Background: an optimization exercise with open tools, aiming at small area and a short achievable clock period. Do not read the settings as production practice.
The RTL was checked by simulation tests, not by an equivalence proof against the original design.
No activity file was given, so power comes from the tool's default toggle rates.

File: run.sh
#!/bin/bash
# synth_recipe.tcl (not shown) runs the flow's synth.tcl, then flattens the netlist and writes it again
# the make line also repeats each setting of config.mk as NAME=value (left out here)
make -C /OpenROAD-flow-scripts/flow DESIGN_CONFIG=/design/flow/config.mk WORK_HOME=/design/flow/orfs CLKGATE_MAP_FILE= SYNTH_SCRIPT=/design/flow/synth_recipe.tcl finish
File: config.mk
export PLATFORM = sky130hd
export DESIGN_NAME = alu_issue
export DESIGN_NICKNAME = alu_issue
export VERILOG_FILES = /design/flow/design.v
export SDC_FILE = /design/flow/constraint.sdc
export NUM_CORES = 4
export LEC_CHECK = 0
export CAP_MARGIN = 20
export CORE_MARGIN = 2
export CORE_UTILIZATION = 65
export CTS_CLUSTER_DIAMETER = 100
export CTS_CLUSTER_SIZE = 20
export SETUP_SLACK_MARGIN = 3.3
export SLEW_MARGIN = 20
File: constraint.sdc
create_clock -name core_clock -period 5.5 [get_ports {clk}]
set_input_delay 1.1000 -clock core_clock [delete_from_list [all_inputs] [get_ports {clk}]]
set_output_delay 1.1000 -clock core_clock [all_outputs]
set_load 0.01 [all_outputs]
File: design.v
module alu_issue #(
  parameter int IMEM_DEPTH  = 64,
  parameter int PC_W        = 6,
  parameter int HOLD_CYCLES = 4
) (
  input  logic            clk,
  input  logic            rst_n,
  input  logic            start,
  input  logic            prog_we,
  input  logic [PC_W-1:0] prog_addr,
  input  logic [28:0]     prog_data,
  input  logic            ovf_in,
  output logic [28:0]     inst,
  output logic            inst_valid,
  output logic [PC_W-1:0] pc,
  output logic            busy,
  output logic            done,
  output logic [15:0]     issue_cnt,
  output logic [7:0]      ovf_cnt
);
  localparam int HC_W = (HOLD_CYCLES > 1) ? $clog2(HOLD_CYCLES) : 1;
  logic [28:0]     imem [IMEM_DEPTH];
  logic            fetch_q, hold_q, busy_q, ready_q, done_q;
  logic [HC_W-1:0] hold_cnt;
  logic            nop_active;
  logic [PC_W-1:0] pc_nx;         
  logic [28:0]     pf;            
  logic            pf_halt;       
  logic            pf_rep;        
  logic [IMEM_DEPTH-1:0] rd_sel;
  logic [28:0]     rd_word, rd_lo, rd_hi;
  logic [28:0]     w0_nx;
  localparam int LO_W = PC_W / 2;
  localparam int HI_W = PC_W - LO_W;
  localparam int LO_N = 1 << LO_W;
  localparam int HI_N = 1 << HI_W;
  logic            stg_hit0;
  logic [HI_N-1:0] stg_hi;
  logic [LO_N-1:0] stg_lo;
  logic [28:0]     stg_data;
  logic            wr, launch, last_hold, end_real, end_nop, at_end, stop, issue_go;
  logic            ovf_stop;
  assign busy = busy_q;
  assign done = done_q;
  assign wr        = prog_we && ready_q;
  assign launch    = start && ready_q;
  assign last_hold = hold_q && (hold_cnt == HC_W'(HOLD_CYCLES - 1));
  assign end_real  = last_hold && !nop_active;
  assign end_nop   = last_hold && nop_active;
  assign at_end    = (pc == PC_W'(IMEM_DEPTH - 1));
  assign issue_go  = fetch_q && !pf_halt;
  assign ovf_stop = 1'b0;
  assign stop = at_end || ovf_stop;
  always_ff @(posedge clk) begin
    for (int h = 0; h < HI_N; h++) stg_hi[h] <= wr && (prog_addr[PC_W-1:LO_W] == HI_W'(h));
    for (int l = 0; l < LO_N; l++) stg_lo[l] <= (prog_addr[LO_W-1:0] == LO_W'(l));
    stg_data <= prog_data;
    stg_hit0 <= wr && (prog_addr == '0);
    for (int i = 0; i < IMEM_DEPTH; i++)
      if (stg_hi[i / LO_N] && stg_lo[i % LO_N]) imem[i] <= stg_data;
  end
  always_ff @(posedge clk) begin
    for (int i = 0; i < IMEM_DEPTH; i++) rd_sel[i] <= (pc_nx == PC_W'(i));
  end
  always_comb begin
    rd_lo = '0;
    rd_hi = '0;
    for (int i = 0; i < IMEM_DEPTH / 2; i++)
      rd_lo = rd_lo | ({29{rd_sel[i]}} & imem[i]);
    for (int i = IMEM_DEPTH / 2; i < IMEM_DEPTH; i++)
      rd_hi = rd_hi | ({29{rd_sel[i]}} & imem[i]);
  end
  assign rd_word = (hold_cnt == '0) ? rd_lo : (pf | rd_hi);
  assign w0_nx   = (wr && prog_addr == '0) ? prog_data : stg_hit0 ? stg_data : imem[0];
  always_ff @(posedge clk) begin
    if (ready_q) pf <= w0_nx;
    else if (hold_q && !nop_active) pf <= rd_word;
  end
  assign pf_halt = (pf[28:24] == 5'h1F);
  assign pf_rep  = (pf == inst);
  always_ff @(posedge clk or negedge rst_n) begin
    if (!rst_n) begin
      fetch_q <= 1'b0;
      hold_q  <= 1'b0;
      busy_q  <= 1'b0;
      ready_q <= 1'b1;
      done_q  <= 1'b0;
    end else begin
      fetch_q <= launch || (end_real && !stop);
      hold_q  <= issue_go || (hold_q && !end_real);
      busy_q  <= launch || (end_real && !stop) || issue_go || (hold_q && !end_real);
      ready_q <= !(launch || (end_real && !stop) || issue_go || (hold_q && !end_real));
      done_q  <= (done_q && !start) || (fetch_q && pf_halt) || (end_real && stop);
    end
  end
  always_ff @(posedge clk or negedge rst_n) begin
    if (!rst_n) begin
      inst       <= '0;
      inst_valid <= 1'b0;
      pc         <= '0;
      pc_nx      <= PC_W'(1);
      issue_cnt  <= '0;
      ovf_cnt    <= '0;
      hold_cnt   <= '0;
      nop_active <= 1'b0;
    end else begin
      if (launch) begin
        pc        <= '0;
        pc_nx     <= PC_W'(1);
        issue_cnt <= '0;
        ovf_cnt   <= '0;
      end
      if (issue_go) begin
        inst       <= pf_rep ? 29'h0 : pf;
        inst_valid <= !pf_rep;
        nop_active <= pf_rep;
        if (!pf_rep) issue_cnt <= issue_cnt + 16'd1;
      end
      if (hold_q) hold_cnt <= (hold_cnt == HC_W'(HOLD_CYCLES - 1)) ? '0 : hold_cnt + HC_W'(1);
      if (end_nop) begin
        inst       <= pf;
        inst_valid <= 1'b1;
        nop_active <= 1'b0;
        issue_cnt  <= issue_cnt + 16'd1;
      end
      if (end_real) begin
        inst_valid <= 1'b0;
        if (ovf_in && ovf_cnt != 8'hFF) ovf_cnt <= ovf_cnt + 8'd1;
        if (!stop) begin
          pc    <= pc + PC_W'(1);
          pc_nx <= pc_nx + PC_W'(1);
        end
      end
    end
  end
endmodule
==> results of run 1 <==
per-layer routing:
layer	up-vias	routed length, microns	global-route usage
li1	17700	-	-
met1	23300	82500	0.590
met2	4429	115000	0.652
met3	904	40200	0.114
met4	4	19900	0.271
met5	-	23	0
cells by family (layout without fill, tap and decap cells):
group                    Yosys count  in the layout
other                              0              2
adder cells (fa/ha/maj)            9              9
multiplexers                      31             31
AO/OA/AOI/OAI                   1050           1052
AND/OR/NAND/NOR                  661            664
flip-flops                      2069           2069
buffers and inverters            253            654
XOR/XNOR                          32             32
worst register-to-register path, stage by stage, from the launching register on:
cell     delay, ns
dfxtp_1       0.72
and2_2        0.58
buf_4         0.59
cell type report:
class	instances	area share
Clock buffer	197	0.0385
Tap cell	1512	0.0226
Sequential cell	2069	0.727
Clock inverter	3	0.000403
Timing Repair Buffer	444	0.0486
Inverter	10	0.000448
Antenna cell	2	0.0000597
Multi-Input combinational cell	1788	0.163
worst max-delay path by stage:
stage / startpoint / to / slack [ns]
after detailed placement: prog_addr[1] / pf[26] / 1.93
after floorplan: prog_addr[3] / pf[19] / 3.18
after global placement: prog_addr[3] / pf[12] / 1.93
final: inst[6] / inst[6] / 3.07
after global routing: issue_cnt[7] / issue_cnt[7] / 3.05
after CTS: inst[6] / inst[6] / 3.06
state kept, by name, summed over array words and instances (netlist names), 2 cells and up:
name / count
hold_cnt: 2
imem: 1856
inst: 29
issue_cnt: 16
ovf_cnt: 8
pc: 6
pc_nx: 6
pf: 29
rd_sel: 64
stg_data: 29
stg_hi: 8
stg_lo: 8
cells in the final DEF (no fill, tap or decap), drive strengths merged, types with 30 or more instances in the layout:
cell type,count
edfxtp,1885
buf,403
a22oi,310
a22o,252
a221oi,251
clkbuf,199
nand2,167
nand4,153
dfxtp,110
nor2,90
dfrtp,72
nand3,71
and2,66
a222oi,58
o21ai,58
nor3,48
clkdlybuf4s50,32
xnor2,31
o211ai,30
o31ai,30
per-stage QoR:
stage	instance area, sq um	util	instances	setup WS (ns)
2_1_floorplan	74300	-	4105	3.18
3_3_place_gp	77600	0.682	5631	1.93
3_5_place_dp	77600	0.682	5631	1.93
4_1_cts	82800	0.727	5972	3.06
5_1_grt	83800	0.736	6023	3.05
6_report	83800	0.736	6025	3.07
power groups by stage:
| stage | registers (uW) | clock network, uW | logic, uW |
|---|---|---|---|
| after floorplan | 18400 | 0 | 1800 |
| after global placement | 18700 | 0 | 3290 |
| after detailed placement | 18800 | 0 | 3360 |
| after CTS | 18100 | 8780 | 4590 |
| after global routing | 18200 | 9310 | 5130 |
| final | 18100 | 8810 | 5020 |
timing repair:
item	CTS	global route
pin swaps	44	56
setup endpoints to repair	156	176
buffers inserted	132	50
gates resized for setup	451	115
hold endpoints to repair	0	0
cloned	9	1
==> results.cfg, run 1 <==
[die]
initial_utilization = 0.652
coreArea_sq_um = 114000
pin_count = 102
die_area_sq_um = 117000
rows = 124
die_y_microns = 342
die_width_microns = 342

[cts]
clkSinkCount = 2069
cts.root.buffer_cell = clkbuf_16
clk_pin_slew_ns = 0.09
cts_max_path_buffers = 3
htreeDepth = 3
clk_latency_ns = 0.75
hold_buffers = 0
cts_tree = yes
cts_buffers = 113

[global_route]
grt_antenna_before_repair = 6
grt_pass1_vias = 43900
grt_usage = 0.439
grt_start_max_net_pins = 66
grt.overflow.total = 0
grt_pass1_wl_microns = 348000

[synthesis]
ys_async_sr_fraction = 0.0358
ys_seq_area_frac = 0.816
synth_top_area_frac = 0.762
synth.most_common_cell = edfxtp_1
ys_ff_latch = 2069
synth_compound_area_frac = 0.115
synth_fa_ha_area_frac = 0.00152
syn_nets = 4154
synth_top_cells_by_count = edfxtp_1, a22oi_1, a22o_1
synth_xor_xnor_area_share = 0.00377
synth_flop_cell = edfxtp_1
synthSimpleGateAreaFrac = 0.0458
synth_top_family_by_area = compound AO/OA/AOI/OAI gates
yosys_warnings = 2
yosysUniqueCellTypes = 56
syn_inst = 4105
synth_enable_flop_cells = 1885
synth_top_area_cell = edfxtp_1
synth_area_leaders = edfxtp_1, a22oi_1, a22o_1
synthMuxAreaShare = 0.00421
syn_avg_cell_area_sq_um = 18.1
syn_area_sq_um = 74300

[sta]
fmax_mhz = 412
maxSlewViolCount = 0
slew_headroom = 0.196
fin_worst_hold_slack_ns = 0.257
finClkSkew_ns = 0.0291
worstMarginPinSlew_ns = 1.21
post-route-min-period_ns = 2.43
tns_ns = 0
post-route-period-util = 0.441
setup-violations-final = 0
rsz0062_at_grt = yes
finalHoldViolCount = 0

[cells_and_area]
syn_to_final_growth_pct = 12.8
layout-drive-gt1-share = 0.176
regArea_sq_um = 60900
nets = 4475
fillCellCount = 6724
multi_input_area_sq_um = 13600

[critical_path]
critical_path.cell_chain = buf_2
crit_path_max_fanout = 3
r2r_start = stg_lo[2]
timing.rr.end = imem[18][25]
reg2reg_depth = 2
cp.arrival_ns = 1.33
crit_buf_inv = 1
slowest_stage = dfrtp_1
cp-start-kind = register
cp.required_ns = 4.40
regToRegSetupSlack_ns = 3.20
max_stage_delay_ns = 0.42
endpoint_kind = output port
crit_cells = 1
crit_type = reg2out
crit_family = flip-flops

[placement]
io_buffer_count = 101
routabilityCongestion = 0.912
dpl.hpwl_microns = 133000

[power]
power-per-cell-area_nw_per_um2 = 381
p_clk_frac = 0.276
ir_drop_mv = 0.318
p_leak_uw = 0.0269
internal_power_uw = 23400
power_uw = 32000
p_sw_uw = 8520
swShare = 0.267
seqPwrFrac = 0.567
comb_power_share = 0.157

[route]
drtIter0Drc = 9435
dr.pass1.iters = 7
route.detailed.drc = 0
routedWlPerCell_microns = 42.8
ant_nets = 0
route.final.wire_length_microns = 258000
viasPerCell = 7.70
vias = 46400

[hold_path]
min_path_type = in2async

[outcome]
status = no timing/DRC/antenna violations

[run]
drv_cap = 0
==> run 2: changes to the inputs <==
--- a/config.mk
+++ b/config.mk
@@ -11,4 +11,4 @@
 export CTS_CLUSTER_DIAMETER = 100
 export CTS_CLUSTER_SIZE = 20
-export SETUP_SLACK_MARGIN = 3.3
+export SETUP_SLACK_MARGIN = 3.1
 export SLEW_MARGIN = 20
==> run 2 against run 1 <==
- via count fell by 1.5%
- wire length down 2.5%
- total power fell by 1.8%
- flip-flop and latch count is the same
- non-clock buffer count is 103 lower
- register-to-register slack lost 0.12 ns
- die area is the same
- cell count down 1.7%
- critical path type is now reg2reg
==> results.cfg, run 2 <==
[synthesis]
synth_area_leaders = edfxtp_1, a22oi_1, a22o_1
synth_enable_flop_cells = 1885
synthSimpleGateAreaFrac = 0.0458
synth_xor_xnor_area_share = 0.00377
synth_top_cells_by_count = edfxtp_1, a22oi_1, a22o_1
synth_compound_area_frac = 0.115
synth_fa_ha_area_frac = 0.00152
synth_top_area_frac = 0.762
synth.most_common_cell = edfxtp_1
ys_ff_latch = 2069
yosysUniqueCellTypes = 56
syn_avg_cell_area_sq_um = 18.1
syn_nets = 4154
synth_top_area_cell = edfxtp_1
syn_area_sq_um = 74300
synth_top_family_by_area = compound AO/OA/AOI/OAI gates
syn_inst = 4105
synth_flop_cell = edfxtp_1
ys_async_sr_fraction = 0.0358
yosys_warnings = 2
synthMuxAreaShare = 0.00421
ys_seq_area_frac = 0.816

[power]
power-per-cell-area_nw_per_um2 = 382
comb_power_share = 0.139
internal_power_uw = 23200
seqPwrFrac = 0.581
p_clk_frac = 0.280
power_uw = 31400
ir_drop_mv = 0.341
swShare = 0.262
p_sw_uw = 8240
p_leak_uw = 0.0260

[cts]
cts_max_path_buffers = 3
htreeDepth = 3
clk_latency_ns = 0.74
cts.root.buffer_cell = clkbuf_16
hold_buffers = 0
cts_tree = yes
clkSinkCount = 2069
clk_pin_slew_ns = 0.09
cts_buffers = 113

[global_route]
grt_pass1_vias = 43200
grt_usage = 0.430
grt_pass1_wl_microns = 341000
grt_antenna_before_repair = 7
grt.overflow.total = 0
grt_start_max_net_pins = 75

[critical_path]
cp-start-kind = register
slowest_stage = nor3_2
timing.rr.end = pf[9]
crit_cells = 6
crit_start = rd_sel[46]
crit_buf_inv = 1
crit_path_max_fanout = 29
crit_family = compound AO/OA/AOI/OAI gates
worstSetupEndpoint = pf[9]
r2r_start = rd_sel[46]
critical_path.cell_chain = buf_4 > a22o_1 > a221oi_1 > nand4_1 > nor3_2 > o31ai_1
cp.required_ns = 5.97
crit_type = reg2reg
cp.arrival_ns = 2.89
reg2reg_depth = 6
max_stage_delay_ns = 0.47
regToRegSetupSlack_ns = 3.08
endpoint_kind = register

[sta]
post-route-min-period_ns = 2.42
worstMarginPinSlew_ns = 1.02
rsz0062_at_grt = yes
setup-violations-final = 0
tns_ns = 0
fmax_mhz = 413
maxSlewViolCount = 0
post-route-period-util = 0.440
finalHoldViolCount = 0
finClkSkew_ns = 0.0318
slew_headroom = 0.319
fin_worst_hold_slack_ns = 0.505

[placement]
dpl.hpwl_microns = 134000
routabilityCongestion = 0.884
io_buffer_count = 101

[route]
viasPerCell = 7.71
drtIter0Drc = 9091
routedWlPerCell_microns = 42.4
vias = 45700
route.final.wire_length_microns = 251000
route.detailed.drc = 0
ant_nets = 0
dr.pass1.iters = 9

[die]
coreArea_sq_um = 114000
die_width_microns = 342
rows = 124
die_y_microns = 342
die_area_sq_um = 117000
initial_utilization = 0.652
pin_count = 102

[cells_and_area]
mostFrequentLayoutCell = edfxtp_1
nets = 4372
fillCellCount = 6976
top_register = imem
top_regs = imem (1856), rd_sel (64)
layout_common_cells = edfxtp_1, a22oi_1, a22o_1, a221oi_1, buf_4
regArea_sq_um = 60900
layout-drive-gt1-share = 0.147
multi_input_area_sq_um = 13300
largest_reg_flops = 1856
syn_to_final_growth_pct = 10.5

[run]
drv_cap = 0

[hold_path]
min_path_type = in2async

[outcome]
status = no timing/DRC/antenna violations
## run 2: cell counts after synthesis
No cell type changed its count.
## run 2: final cells by class
cell class / instances / area share
sequential: 2069 / 0.742
tap: 1512 / 0.0230
multi-input combinational: 1788 / 0.162
clock inverter: 3 / 0.000503
antenna: 1 / 0.0000305
timing repair buffer: 341 / 0.0334
inverter: 10 / 0.000457
clock buffer: 199 / 0.0392
## run 2: metrics by stage
| stage | std cells | setup slack (ns) | utilization | cell area, sq um |
|---|---|---|---|---|
| final | 5923 | 3.08 | 0.721 | 82100 |
| after global routing | 5922 | 3.01 | 0.721 | 82100 |
| after CTS | 5914 | 3.08 | 0.717 | 81700 |
| after detailed placement | 5616 | 1.81 | 0.681 | 77500 |
| after global placement | 5616 | 1.83 | 0.681 | 77500 |
| after floorplan | 4105 | 3.12 | - | 74300 |
## run 2: repair_timing
action / 4_1_cts / 5_1_grt
pin swaps: 9 / 19
gates resized for setup: 328 / 53
cloned: 5 / 0
setup buffers: 91 / 7
endpoints found under the setup margin: 137 / 49
## run 2: power by group through the flow
stage	sequential (uW)	combinational, uW	clock (uW)
3_3_place_gp	18800	3190	0
4_1_cts	18200	4040	8750
6_report	18200	4370	8780
2_1_floorplan	18400	1800	0
3_5_place_dp	18800	3260	0
5_1_grt	18300	4520	9290
## run 2: layer usage
layer  GRT usage  vias up  share of wire
met5           0        -       0.000072
met4       0.226        2          0.065
met3       0.108      816           0.16
met2       0.648     4416           0.45
met1       0.589    22900           0.33
li1            -    17500              -
## run 2: cells by family after synthesis
family,count (synthesis)
fa+ha+maj,9
xor+xnor,32
buf+inv,253
mux,31
simple gates,661
flops,2069
compound gates,1050
## run 2: how the worst min path moves through the flow
stage / from / end / slack [ns] / cells past startpoint
CTS: rst_n / issue_cnt[14] / 0.55 / 1
detailed placement: pc[2] / pc[2] / 0.51 / 1
floorplan: pc_nx[5] / pc_nx[5] / 0.49 / 1
global route: rst_n / issue_cnt[9] / 0.58 / 1
global placement: pc[2] / pc[2] / 0.49 / 1
finish: rst_n / issue_cnt[13] / 0.51 / 1
## run 2: worst reg2reg max path: stages, from the launching register on
cell and delay, ns:
dfxtp_2 0.32, buf_4 0.36, a22o_1 0.33, a221oi_1 0.30
nand4_1 0.23, nor3_2 0.47, o31ai_1 0.14
==> run 3: changes to the inputs <==
--- a/config.mk
+++ b/config.mk
@@ -8,7 +8,7 @@
 export CAP_MARGIN = 20
 export CORE_MARGIN = 2
-export CORE_UTILIZATION = 65
-export CTS_CLUSTER_DIAMETER = 100
-export CTS_CLUSTER_SIZE = 20
+export CORE_UTILIZATION = 72
+export CTS_CLUSTER_DIAMETER = 80
+export CTS_CLUSTER_SIZE = 25
 export SETUP_SLACK_MARGIN = 3.1
 export SLEW_MARGIN = 20
==> run 3 against run 2 <==
- still clean on timing, DRC and antenna
- clock skew fell by 0.013 ns
- count of clock-buffer cells in the layout fell by 59
- critical path depth grew 1
- final area decreased by 1.3%
- sequential power is essentially flat
- combinational power shrank 2%
- worst hold slack worse by 0.0030 ns
- first-iteration DRC count increased by 9.7%
- die area fell by 9.6%
- wire length fell by 3.7%
- flip-flop and latch count unchanged
- clock power down 11%
- critical path type unchanged
- critical endpoint is now issue_cnt[5]
- largest cell class unchanged
==> results.cfg, run 3 <==
[synthesis]
synth_flop_cell = edfxtp_1
syn_avg_cell_area_sq_um = 18.1
ys_async_sr_fraction = 0.0358
synth_top_area_frac = 0.762
syn_nets = 4154
yosysUniqueCellTypes = 56
yosys_warnings = 2
syn_area_sq_um = 74300
synth.most_common_cell = edfxtp_1
synth_enable_flop_cells = 1885
ys_ff_latch = 2069
ys_seq_area_frac = 0.816
synth_top_cells_by_count = edfxtp_1, a22oi_1, a22o_1
synth_top_area_cell = edfxtp_1
synth_area_leaders = edfxtp_1, a22oi_1, a22o_1
syn_inst = 4105

[hold_path]
min_path_type = in2async

[sta]
post-route-min-period_ns = 2.46
setup-violations-final = 0
finalHoldViolCount = 0
finClkSkew_ns = 0.0186
fmax_mhz = 407
tns_ns = 0
maxSlewViolCount = 0
setup_ws_ns = 3.04
rsz0062_at_grt = yes
worstMarginPinSlew_ns = 1.17
post-route-period-util = 0.447
slew_headroom = 0.223
fin_worst_hold_slack_ns = 0.502

[route]
drtIter0Drc = 9973
ant_nets = 0
route.final.wire_length_microns = 242000
dr.pass1.iters = 9
route.detailed.drc = 0
vias = 46300
routedWlPerCell_microns = 42.3
viasPerCell = 8.09

[global_route]
grt_antenna_before_repair = 4
grt_usage = 0.455
met3_usage = 0.178
grt.overflow.total = 0
top_usage_layer = met2
grt_util_met2 = 0.660
grt_pass1_wl_microns = 329000
grt_start_max_net_pins = 75
grt_pass1_vias = 43100
met1_usage = 0.621

[critical_path]
cp.required_ns = 6.12
reg2reg_depth = 7
endpoint_kind = register
cp.arrival_ns = 3.08
crit_type = reg2reg
cp-start-kind = register
crit_path_max_fanout = 7

[cells_and_area]
nets = 4354
mostFrequentLayoutCell = edfxtp_1
regArea_sq_um = 60800
top_regs = imem (1856), rd_sel (64)
layout-drive-gt1-share = 0.135
fillCellCount = 5365
largest_reg_flops = 1856
final_core_util = 0.794
top_register = imem
multi_input_area_sq_um = 13100
syn_to_final_growth_pct = 9.04
layout_common_cells = edfxtp_1, a22oi_1, a22o_1, a221oi_1, buf_4

[cts]
cts_max_path_buffers = 3
cts_tree = yes
htreeDepth = 3
clkSinkCount = 2069
clk_pin_slew_ns = 0.10
clk_latency_ns = 0.73
cts.root.buffer_cell = clkbuf_16
hold_buffers = 0
cts_buffers = 92

[die]
die_width_microns = 325
rows = 117
pin_count = 102
initial_utilization = 0.728
die_area_sq_um = 106000
coreArea_sq_um = 102000
die_y_microns = 325

[power]
swShare = 0.261
internal_power_uw = 22400
p_sw_uw = 7920
p_clk_frac = 0.258
p_leak_uw = 0.0257
comb_power_share = 0.141
ir_drop_mv = 0.414
power-per-cell-area_nw_per_um2 = 374
seqPwrFrac = 0.601

[placement]
io_buffer_count = 101
dp_worst_setup_slack_ns = 1.87
dpl.hpwl_microns = 120000
routabilityCongestion = 0.952

[run]
drv_cap = 0

[outcome]
status = no timing/DRC/antenna violations
-- run 3: cell types whose count changed in the layout (fill, tap and decap cells not counted), moves of 5 or more --
cell       delta
dfxtp_1      +33
clkbuf_16    -21
buf_4        +17
nor3_1        +6
buf_2         -7
buf_6         -6
nor3_4       -11
dfxtp_2      -12
clkbuf_1     -38
dfxtp_4      -21
nor3_2        +5
-- run 3: cell families (layout without fill, tap and decap cells) --
logic type      Yosys count  after routing  share of synthesized area
xor+xnor                 32             32                    0.00377
simple gates            661            662                     0.0458
mux                      31             31                    0.00421
other cells               0              5                          0
buf+inv                 253            501                     0.0132
fa+ha+maj                 9              9                    0.00152
compound gates         1050           1052                      0.115
flops                  2069           2069                      0.816
-- run 3: cell type report --
type | count | share of cell area
sequential | 2069 | 0.750
multi-input combinational | 1786 | 0.162
timing repair buffer | 346 | 0.0343
clock buffer | 140 | 0.0314
tap | 1368 | 0.0211
clock inverter | 5 | 0.000633
inverter | 10 | 0.000463
antenna | 5 | 0.000154
-- run 3: path summary, 6_finish.rpt --
| path | startpoint | to | slack, ns |
|---|---|---|---|
| hold reg to reg | ovf_cnt[3] | ovf_cnt[3] | 0.56 |
| max in group asynchronous | rst_n | issue_cnt[8] | 4.32 |
| setup / recovery | pf[6] | issue_cnt[5] | 3.04 |
| hold / removal | rst_n | pc[5] | 0.50 |
| setup reg to reg | pf[6] | issue_cnt[5] | 3.04 |
| min in group core_clock | ovf_cnt[3] | ovf_cnt[3] | 0.56 |
-- run 3: power groups by stage --
stage,clock [uW],sequential [uW],combinational [uW]
floorplan,0,18400,1800
global placement,0,18700,3140
detailed placement,0,18800,3230
CTS,7740,18300,3660
global route,8240,18200,4380
finish,7810,18200,4280
-- run 3: what timing repair did --
action | in CTS | in global routing
endpoints found under the setup margin | 133 | 96
resized for setup | 299 | 41
setup buffers | 77 | 28
gates cloned | 3 | 0
pin swaps | 5 | 9
hold endpoints to repair | 0 | 0
-- run 3: worst max-delay path, cell delays in order, from the launching register on --
cell	delay (ns)
edfxtp_1	0.80
xnor2_1	0.20
nand4_1	0.16
nor4_4	0.31
buf_4	0.21
a21oi_4	0.11
mux2_1	0.36
a22o_1	0.19
-- run 3: layer usage --
layer  part of all wire  up-vias
li1                   -    17400
met1               0.32    22800
met2               0.43     5160
met3               0.19      933
met4              0.058        6
met5            0.00016        -
-- run 3: metrics by stage --
stage	instances	total power [uW]	instance area, sq um
after CTS	5695	29700	80400
after detailed placement	5470	22000	77300
after floorplan	4105	20200	74300
final	5729	30300	81000
after global routing	5724	30800	81000
after global placement	5470	21900	77300
==> run 4: changes to the inputs <==
--- a/config.mk
+++ b/config.mk
@@ -11,4 +11,4 @@
 export CTS_CLUSTER_DIAMETER = 80
 export CTS_CLUSTER_SIZE = 25
-export SETUP_SLACK_MARGIN = 3.1
+export SETUP_SLACK_MARGIN = 3.3
 export SLEW_MARGIN = 20
==> run 4 against run 3 <==
- synthesized cell count unchanged
- die area unchanged
- utilization grew 0.93 points
- first-iteration DRC count is 1.4% higher
- largest cell class unchanged
- flip-flop and latch count unchanged
- non-clock buffer count grew 26
- final area up 1.2%
- critical endpoint is now inst[8]
- worst setup slack gained 0.040 ns
- highest routed layer unchanged
- critical path depth is 6 lower
- worst hold slack gained 0.026 ns
- register-to-register slack better by 0.20 ns
==> results.cfg, run 4 <==
[route]
ant_nets = 0
vias = 46800
route.detailed.drc = 0
dr.pass1.iters = 9
route.final.wire_length_microns = 247000
routedWlPerCell_microns = 42.9
drtIter0Drc = 10100
viasPerCell = 8.13

[die]
rows = 117
die_width_microns = 325
coreArea_sq_um = 102000
die_y_microns = 325
die_area_sq_um = 106000
initial_utilization = 0.728
pin_count = 102

[cells_and_area]
final_core_util = 0.803
largest_reg_flops = 1856
nets = 4381
syn_to_final_growth_pct = 10.3
top_register = imem
layout_common_cells = edfxtp_1, a22oi_1, a22o_1, a221oi_1, buf_4
layout-drive-gt1-share = 0.149
mostFrequentLayoutCell = edfxtp_1
top_regs = imem (1856), rd_sel (64)

[sta]
post-route-min-period_ns = 2.42
finClkSkew_ns = 0.0281
maxSlewViolCount = 0
rsz0062_at_grt = yes
finalHoldViolCount = 0
setup-violations-final = 0
post-route-period-util = 0.439
slew_headroom = 0.213
tns_ns = 0
fin_worst_hold_slack_ns = 0.528
fmax_mhz = 414
worstMarginPinSlew_ns = 1.18

[synthesis]
syn_inst = 4105
yosysUniqueCellTypes = 56
ys_ff_latch = 2069
synth_top_area_cell = edfxtp_1
syn_area_sq_um = 74300
synth_top_area_frac = 0.762
synth_area_leaders = edfxtp_1, a22oi_1, a22o_1
syn_avg_cell_area_sq_um = 18.1
syn_nets = 4154
ys_seq_area_frac = 0.816
synth_flop_cell = edfxtp_1
ys_async_sr_fraction = 0.0358
synth.most_common_cell = edfxtp_1
synth_enable_flop_cells = 1885
synth_top_cells_by_count = edfxtp_1, a22oi_1, a22o_1
yosys_warnings = 2

[cts]
clk_pin_slew_ns = 0.10
cts_tree = yes
hold_buffers = 0
clkSinkCount = 2069
clk_latency_ns = 0.73
htreeDepth = 3
cts_max_path_buffers = 3
cts_buffers = 92
cts.root.buffer_cell = clkbuf_16

[critical_path]
cp.required_ns = 4.40
critical_path.cell_chain = buf_6
crit_family = flip-flops
crit_path_max_fanout = 2
timing.rr.end = issue_cnt[5]
max_stage_delay_ns = 0.45
endpoint_kind = output port
crit_buf_inv = 1
cp-start-kind = register
crit_type = reg2out
r2r_start = pf[0]
cp.arrival_ns = 1.32
reg2reg_depth = 8
regToRegSetupSlack_ns = 3.24
slowest_stage = dfrtp_1

[power]
p_sw_uw = 8190
p_leak_uw = 0.0260
power-per-cell-area_nw_per_um2 = 376
ir_drop_mv = 0.426
swShare = 0.266
p_clk_frac = 0.254
comb_power_share = 0.156
seqPwrFrac = 0.590
internal_power_uw = 22600

[global_route]
grt_pass1_wl_microns = 336000
grt_pass1_vias = 44100
grt.overflow.total = 0
grt_start_max_net_pins = 75
grt_antenna_before_repair = 4
grt_usage = 0.465

[hold_path]
min_path_type = in2async

[run]
drv_cap = 0

[placement]
io_buffer_count = 101
routabilityCongestion = 0.943
dpl.hpwl_microns = 120000

[outcome]
status = no timing/DRC/antenna violations
## run 4: cell type report
type	count	area (sq um)
inverters	10	37.5
diodes	3	7.51
well taps	1368	1710
fillers	5206	20100
multi-input cells	1787	13500
repair buffers	372	3360
clock inverters	6	58.8
clock buffers	137	2530
flip-flops and latches	2069	60800
## run 4: timing repair
item                                    CTS  global route
gates cloned                              5             2
endpoints found under the setup margin  162           147
pin swaps                                15            38
setup buffers                            95            35
gates resized for setup                 383           134
## run 4: power by group through the flow
stage	logic (uW)	registers [uW]	clock network [uW]
after global placement	3170	18700	0
after global routing	4870	18200	8230
final	4810	18200	7810
after CTS	4030	18200	7720
after floorplan	1800	18400	0
after detailed placement	3230	18800	0
## run 4: how the worst max path moves through the flow
stage                  from      endpoint  cells after the start
6_report            inst[8]       inst[8]                      1
5_1_grt             inst[8]       inst[8]                      1
4_1_cts        issue_cnt[6]  issue_cnt[6]                      1
3_5_place_dp   prog_addr[3]        pf[14]                      7
3_3_place_gp   prog_addr[1]        pf[27]                      6
2_1_floorplan  prog_addr[3]        pf[19]                      7
## run 4: kinds of logic after synthesis
| group | synth area share |
|---|---|
| muxes | 0.00421 |
| adders and majority gates | 0.00152 |
| AOI/OAI and AO/OA | 0.115 |
| DFF | 0.816 |
| xor gates and xnor gates | 0.00377 |
| buffers and inverters | 0.0132 |
| and+or+nand+nor | 0.0458 |
## run 4: per-layer routing
metal  track usage  wire length [microns]  vias up
met1         0.639                  77300    23100
met5             0                     52        -
met3         0.182                  48500      953
li1              -                      -    17500
met4         0.216                  14600        4
met2         0.665                 106000     5267
## run 4: through the flow
step                power [uW]  cells  setup slack, ns  area [sq um]
CTS                      30000   5712             3.08         81000
detailed placement       22000   5469             1.96         77300
global route             31300   5749             3.09         82000
finish                   30800   5752             3.08         82000
floorplan                20200   4105             3.18         74300
global placement         21900   5469             2.02         77300
==> run 5: changes to the inputs <==
--- a/config.mk
+++ b/config.mk
@@ -11,4 +11,4 @@
 export CTS_CLUSTER_DIAMETER = 80
 export CTS_CLUSTER_SIZE = 25
-export SETUP_SLACK_MARGIN = 3.3
+export SETUP_SLACK_MARGIN = 3.2
 export SLEW_MARGIN = 20
==> run 5 against run 4 <==
- clock power up 2%
- worst hold slack worse by 0.33 ns
- worst setup slack worse by 0.015 ns
- maximum frequency down 0.62%
- combinational power down 7.7%
- largest power group unchanged
- highest routed layer unchanged
==> results.cfg, run 5 <==
[cells_and_area]
regArea_sq_um = 60800
fillCellCount = 5155
nets = 4364
stdcell_area_sq_um = 81800
layout-drive-gt1-share = 0.144
mostFrequentLayoutCell = edfxtp_1
top_regs = imem (1856), rd_sel (64)
antennaDiodeCount = 0
multi_input_area_sq_um = 13400
layout_common_cells = edfxtp_1, a22oi_1, a22o_1, a221oi_1, buf_4
syn_to_final_growth_pct = 10.1
largest_reg_flops = 1856
top_register = imem

[synthesis]
ys_async_sr_fraction = 0.0358
synth_top_area_cell = edfxtp_1
yosysUniqueCellTypes = 56
synth_enable_flop_cells = 1885
synth_flop_cell = edfxtp_1
syn_avg_cell_area_sq_um = 18.1
synth_top_area_frac = 0.762
syn_inst = 4105
ys_ff_latch = 2069
syn_nets = 4154
synth_area_leaders = edfxtp_1, a22oi_1, a22o_1
yosys_warnings = 2
synth.most_common_cell = edfxtp_1
synth_top_cells_by_count = edfxtp_1, a22oi_1, a22o_1
syn_area_sq_um = 74300
ys_seq_area_frac = 0.816

[critical_path]
cp-start-kind = register
endpoint_kind = register
crit_type = reg2reg
r2r_start = pf[4]
regToRegSetupSlack_ns = 3.07
timing.rr.end = issue_cnt[2]
cp.arrival_ns = 3.05
cp.required_ns = 6.11
crit_path_max_fanout = 8
reg2reg_depth = 8

[placement]
routabilityCongestion = 0.970
io_buffer_count = 101
dp_worst_setup_slack_ns = 1.86
place_area_sq_um = 77300
dpl.hpwl_microns = 126000

[die]
rows = 117
initial_utilization = 0.728
die_width_microns = 325
pin_count = 102
coreArea_sq_um = 102000
die_area_sq_um = 106000
die_y_microns = 325

[sta]
finalHoldViolCount = 0
tns_ns = 0
worstMarginPinSlew_ns = 1.22
fin_worst_hold_slack_ns = 0.201
maxSlewViolCount = 0
rsz0062_at_grt = yes
post-route-min-period_ns = 2.43
setup_ws_ns = 3.07
slew_headroom = 0.184
finClkSkew_ns = 0.0396
setup-violations-final = 0
fmax_mhz = 411
post-route-period-util = 0.442

[hold_path]
min_path_type = in2async

[route]
viasPerCell = 8.15
drtIter0Drc = 10700
route.final.wire_length_microns = 250000
dr.pass1.iters = 9
route.detailed.drc = 0
ant_nets = 0
routedWlPerCell_microns = 43.5
vias = 46900

[cts]
cts_max_path_buffers = 3
hold_buffers = 0
clk_pin_slew_ns = 0.10
htreeDepth = 3
clkSinkCount = 2069
cts_tree = yes
cts_buffers = 93
clk_latency_ns = 0.76
cts.root.buffer_cell = clkbuf_16

[global_route]
grt_antenna_before_repair = 5
grt_pass1_wl_microns = 340000
grt_start_max_net_pins = 66
grt.overflow.total = 0
grt_pass1_vias = 44200
grt_usage = 0.471

[run]
drv_cap = 0

[power]
p_leak_uw = 0.0260
ir_drop_mv = 0.300
power-per-cell-area_nw_per_um2 = 374

[outcome]
status = no timing/DRC/antenna violations
-- run 5: stage by stage --
step / std cells / utilization / total power (uW)
global route: 5751 / 0.802 / 31100
detailed placement: 5471 / 0.757 / 22000
floorplan: 4105 / - / 20200
finish: 5751 / 0.802 / 30600
global placement: 5471 / 0.757 / 21900
CTS: 5718 / 0.794 / 30000
-- run 5: final cells by class --
cell class,count,area share
multi-input combinational,1788,0.164
inverter,10,0.000459
clock buffer,156,0.0319
clock inverter,7,0.00107
timing repair buffer,353,0.0389
tap,1368,0.0209
sequential,2069,0.743
-- run 5: logic make-up (layout without fill, tap and decap cells) --
kind of cell,count (synthesis),after routing,share of synthesized area
flip-flops,2069,2069,0.816
XOR/XNOR,32,32,0.00377
buffers and inverters,253,526,0.0132
AND/OR/NAND/NOR,661,665,0.0458
AO/OA/AOI/OAI,1050,1051,0.115
multiplexers,31,31,0.00421
adder cells (fa/ha/maj),9,9,0.00152
-- run 5: metal layers --
layer / routed length [microns] / vias to the layer above / global-route usage
met5: 58 / - / 0
met4: 15200 / 4 / 0.220
met3: 52200 / 980 / 0.190
met2: 106000 / 5504 / 0.661
met1: 76400 / 22900 / 0.655
li1: - / 17500 / -
-- run 5: power by group --
group	switching, uW	total, uW	internal, uW
clock	4640	7940	3290
combinational	2780	4440	1660
sequential	651	18200	17600
total	8070	30600	22600
-- run 5: how the worst max path moves through the flow --
stage                            start            to  slack [ns]  depth (start not counted)
after CTS                     inst[10]      inst[10]        3.06                          1
after detailed placement  prog_addr[1]        pf[12]        1.86                          6
after global routing             pf[4]  issue_cnt[2]        3.02                          8
final                            pf[4]  issue_cnt[2]        3.07                          8
after global placement    prog_addr[3]         pf[1]        1.95                          7
after floorplan           prog_addr[3]        pf[19]        3.18                          7
-- run 5: worst max-delay path, cell delays in order (launching register included) --
cell,delay [ns]
edfxtp_1,0.59
xnor2_1,0.31
nand4_1,0.19
nor4_4,0.29
buf_4,0.18
a21oi_4,0.13
buf_12,0.17
and3b_1,0.17
a221o_1,0.26
-- run 5: what timing repair did --
item                                    in CTS  in global routing
gates cloned                                 4                  3
setup buffers                               80                 28
pin swaps                                   22                 28
endpoints found under the setup margin     139                106
resized for setup                          433                 77
==> run 6: changes to the inputs <==
==> flow/run.sh (new file) <==
#!/bin/bash
# The standard layout (the standard.sh: ORFS synthesis through finish, unchanged), except
# that the port buffers ORFS inserts before global placement are sky130_fd_sc_hd__buf_4 instead
# of the delay-type buffer buffer_ports picks by default. Every port still gets its buffer.
set -euo pipefail
export BUFFER_PORTS_ARGS="-buffer_cell sky130_fd_sc_hd__buf_4"
bash standard.sh > standard.log 2>&1
==> standard.sh (new file) <==
#!/bin/bash
# synth_recipe.tcl (not shown) runs the flow's synth.tcl, then flattens the netlist and writes it again
# the make line also repeats each setting of config.mk as NAME=value (left out here)
make -C /OpenROAD-flow-scripts/flow DESIGN_CONFIG=/design/flow/config.mk WORK_HOME=/design/flow/orfs CLKGATE_MAP_FILE= SYNTH_SCRIPT=/design/flow/synth_recipe.tcl "${@:-finish}"
--- a/config.mk
+++ b/config.mk
@@ -8,7 +8,7 @@
 export CAP_MARGIN = 20
 export CORE_MARGIN = 2
-export CORE_UTILIZATION = 72
-export CTS_CLUSTER_DIAMETER = 80
-export CTS_CLUSTER_SIZE = 25
-export SETUP_SLACK_MARGIN = 3.2
+export CORE_UTILIZATION = 40
+export CTS_CLUSTER_DIAMETER = 100
+export CTS_CLUSTER_SIZE = 20
+export SETUP_SLACK_MARGIN = 3.0
 export SLEW_MARGIN = 20
removed: run.sh
==> run 6 against run 5 <==
- still clean
- clock power grew 12%
- non-clock buffer count fell by 35
- final area grew 1.2%
- synthesized cell count did not move
- first-iteration DRC count fell by 25%
- sequential power is essentially flat
- total power up 2.6%
- clock skew shrank 0.0037 ns
- register-to-register slack got worse by 0.12 ns
- critical endpoint is now pf[8]
==> results.cfg, run 6 <==
[route]
dr_wl_met3_microns = 29300
routedWlPerCell_microns = 37.4
dr.pass1.iters = 6
route.final.wire_length_microns = 256000
wl_met2_microns = 119000
viasPerCell = 6.52
route.detailed.drc = 0
ant_nets = 0
vias = 44600
wl_met1_microns = 94700
drtIter0Drc = 8107
dr.max_layer_used = met5

[global_route]
grt_start_max_net_pins = 75
grt_pass1_vias = 41500
grt_antenna_before_repair = 4
grt_pass1_wl_microns = 347000
grt_usage = 0.263
grt.overflow.total = 0

[cts]
cts_buffers = 113
cts.root.buffer_cell = clkbuf_16
clk_latency_ns = 0.78
htreeDepth = 3
cts_tree = yes
clk_pin_slew_ns = 0.09
hold_buffers = 0
clkSinkCount = 2069
cts_max_path_buffers = 3

[synthesis]
syn_avg_cell_area_sq_um = 18.1
ys_ff_latch = 2069
syn_nets = 4154
synth_area_leaders = edfxtp_1, a22oi_1, a22o_1
syn_inst = 4105
ys_seq_area_frac = 0.816
synth_top_cells_by_count = edfxtp_1, a22oi_1, a22o_1
synth_top_area_cell = edfxtp_1
ys_async_sr_fraction = 0.0358
yosys_warnings = 2
syn_area_sq_um = 74300
synth_top_area_frac = 0.762
synth.most_common_cell = edfxtp_1
synth_enable_flop_cells = 1885
synth_flop_cell = edfxtp_1
yosysUniqueCellTypes = 56

[placement]
dp_worst_setup_slack_ns = 2.61
dpl.hpwl_microns = 133000
dpl.cell_count = 6589
routabilityCongestion = 0.847
io_buffer_count = 101

[power]
power-per-cell-area_nw_per_um2 = 379
ir_drop_mv = 0.274
p_leak_uw = 0.0259
power_uw = 31400

[critical_path]
crit_type = reg2reg
cp.required_ns = 6.02
endpoint_kind = register
cp-start-kind = register
cp.arrival_ns = 3.06
crit_path_max_fanout = 16

[cells_and_area]
top_regs = imem (1856), rd_sel (64)
fillCellCount = 15900
regArea_sq_um = 60900
fin_cells = 6844
nets = 4345
top_register = imem
mostFrequentLayoutCell = edfxtp_1
multi_input_area_sq_um = 13100
layout-drive-gt1-share = 0.152
syn_to_final_growth_pct = 11.5
largest_reg_flops = 1856
layout_common_cells = edfxtp_1, a22oi_1, buf_4, a22o_1, a221oi_1

[sta]
setup_ws_ns = 2.95
setup-violations-final = 0
tns_ns = 0
finalHoldViolCount = 0
post-route-period-util = 0.463
rsz0062_at_grt = yes
post-route-min-period_ns = 2.55
maxSlewViolCount = 0
worstMarginPinSlew_ns = 1.09
finClkSkew_ns = 0.0359
slew_headroom = 0.270
fin_worst_hold_slack_ns = 0.340
fmax_mhz = 392

[die]
rows = 158
die_area_sq_um = 189000
pin_count = 102
coreArea_sq_um = 185000
initial_utilization = 0.402
die_y_microns = 435
die_width_microns = 435

[outcome]
status = no timing/DRC/antenna violations

[run]
drv_cap = 0

[hold_path]
min_path_type = in2async
## run 6: cell counts after synthesis
Identical to the previous run, type by type.
## run 6: kinds of logic (layout without fill, tap and decap cells)
logic type,count (synthesis),after routing,synth area share
XOR/XNOR,32,32,0.00377
flip-flops,2069,2069,0.816
multiplexers,31,31,0.00421
buffers and inverters,253,510,0.0132
other,0,1,0
AND/OR/NAND/NOR,661,661,0.0458
AO/OA/AOI/OAI,1050,1051,0.115
adder cells (fa/ha/maj),9,9,0.00152
## run 6: worst paths after layout
kind | end | cells after the start | slack (ns) | start
hold reg to reg | inst[20] | 2 | 0.55 | inst[20]
setup / recovery | pf[8] | 7 | 2.95 | hold_cnt[1]
min in group core_clock | stg_data[6] | 1 | 0.45 | prog_data[6]
setup reg to reg | pf[8] | 7 | 2.95 | hold_cnt[1]
max in group asynchronous | ovf_cnt[6] | 1 | 4.62 | rst_n
hold / removal | issue_cnt[5] | 1 | 0.34 | rst_n
## run 6: layout make-up
cell class | count | area share
tap | 2480 | 0.0375
sequential | 2069 | 0.735
timing repair buffer | 318 | 0.0304
antenna | 1 | 0.0000302
clock buffer | 178 | 0.0381
multi-input combinational | 1784 | 0.158
clock inverter | 4 | 0.000393
inverter | 10 | 0.000453
## run 6: routing by layer
layer  vias to the layer above  track usage
met5                         -            0
met4                         4        0.111
met3                       506       0.0443
met2                      3174        0.416
met1                     23500        0.361
li1                      17400            -
## run 6: power by group
| part | total (uW) | leakage [uW] | switching [uW] | internal, uW |
|---|---|---|---|---|
| logic | 4230 | 0.00547 | 2650 | 1570 |
| clock network | 8900 | 0.00152 | 4960 | 3930 |
| registers | 18300 | 0.0189 | 701 | 17600 |
## run 6: worst max-delay path, stage by stage (launching register included)
cell,delay (ns)
dfrtp_1,0.39
inv_1,0.10
ha_4,0.31
buf_12,0.24
a211oi_1,0.43
nand3_1,0.16
nor3_2,0.48
o31ai_1,0.15
## run 6: repair_timing
item	4_1_cts	5_1_grt
endpoints found under the setup margin	106	48
pin swaps	2	2
buffers inserted	57	14
cloned	1	0
gates resized for setup	40	36
## run 6: per-stage QoR
step                      cell area, sq um   util
after floorplan                      74300      -
after global placement               78500  0.424
after detailed placement             78500  0.424
after CTS                            82400  0.445
after global routing                 82800  0.448
final                                82800  0.448

## re-timing with driven ports
How much do the figures lean on ideal ports? The routed layouts below were timed once more, with nothing changed but the port constraints.
Step 1 assumes that a clkbuf_16 drives the clock port and a buf_2 every other input.
Step 2 moves the port delays by t, midway between the first and last clock arrival at a register: inputs arrive t later, outputs are due t later. That takes back most of the time a late clock gives input paths.
a / b / c = no drivers / after step 1 / after step 2; a / b = the first two.
run	shift t [ns]	setup slack, ns	latest minus earliest clock arrival (ns)
run 1	0.820	3.072 / 2.992 / 2.552	0.031 / 0.031
run 2	0.801	3.077 / 3.035 / 2.417	0.033 / 0.033
run 3	0.793	3.043 / 3.013 / 2.402	0.025 / 0.024
run 4	0.786	3.084 / 3.013 / 2.598	0.034 / 0.034
run 5	0.805	3.069 / 3.016 / 2.473	0.043 / 0.043
run 6	0.852	2.952 / 2.945 / 2.646	0.036 / 0.036
After both steps setup and hold are still met in every run listed. For run 2, which loses most, drivers alone change the setup slack by -0.042 ns; drivers and shift together by -0.660 ns.
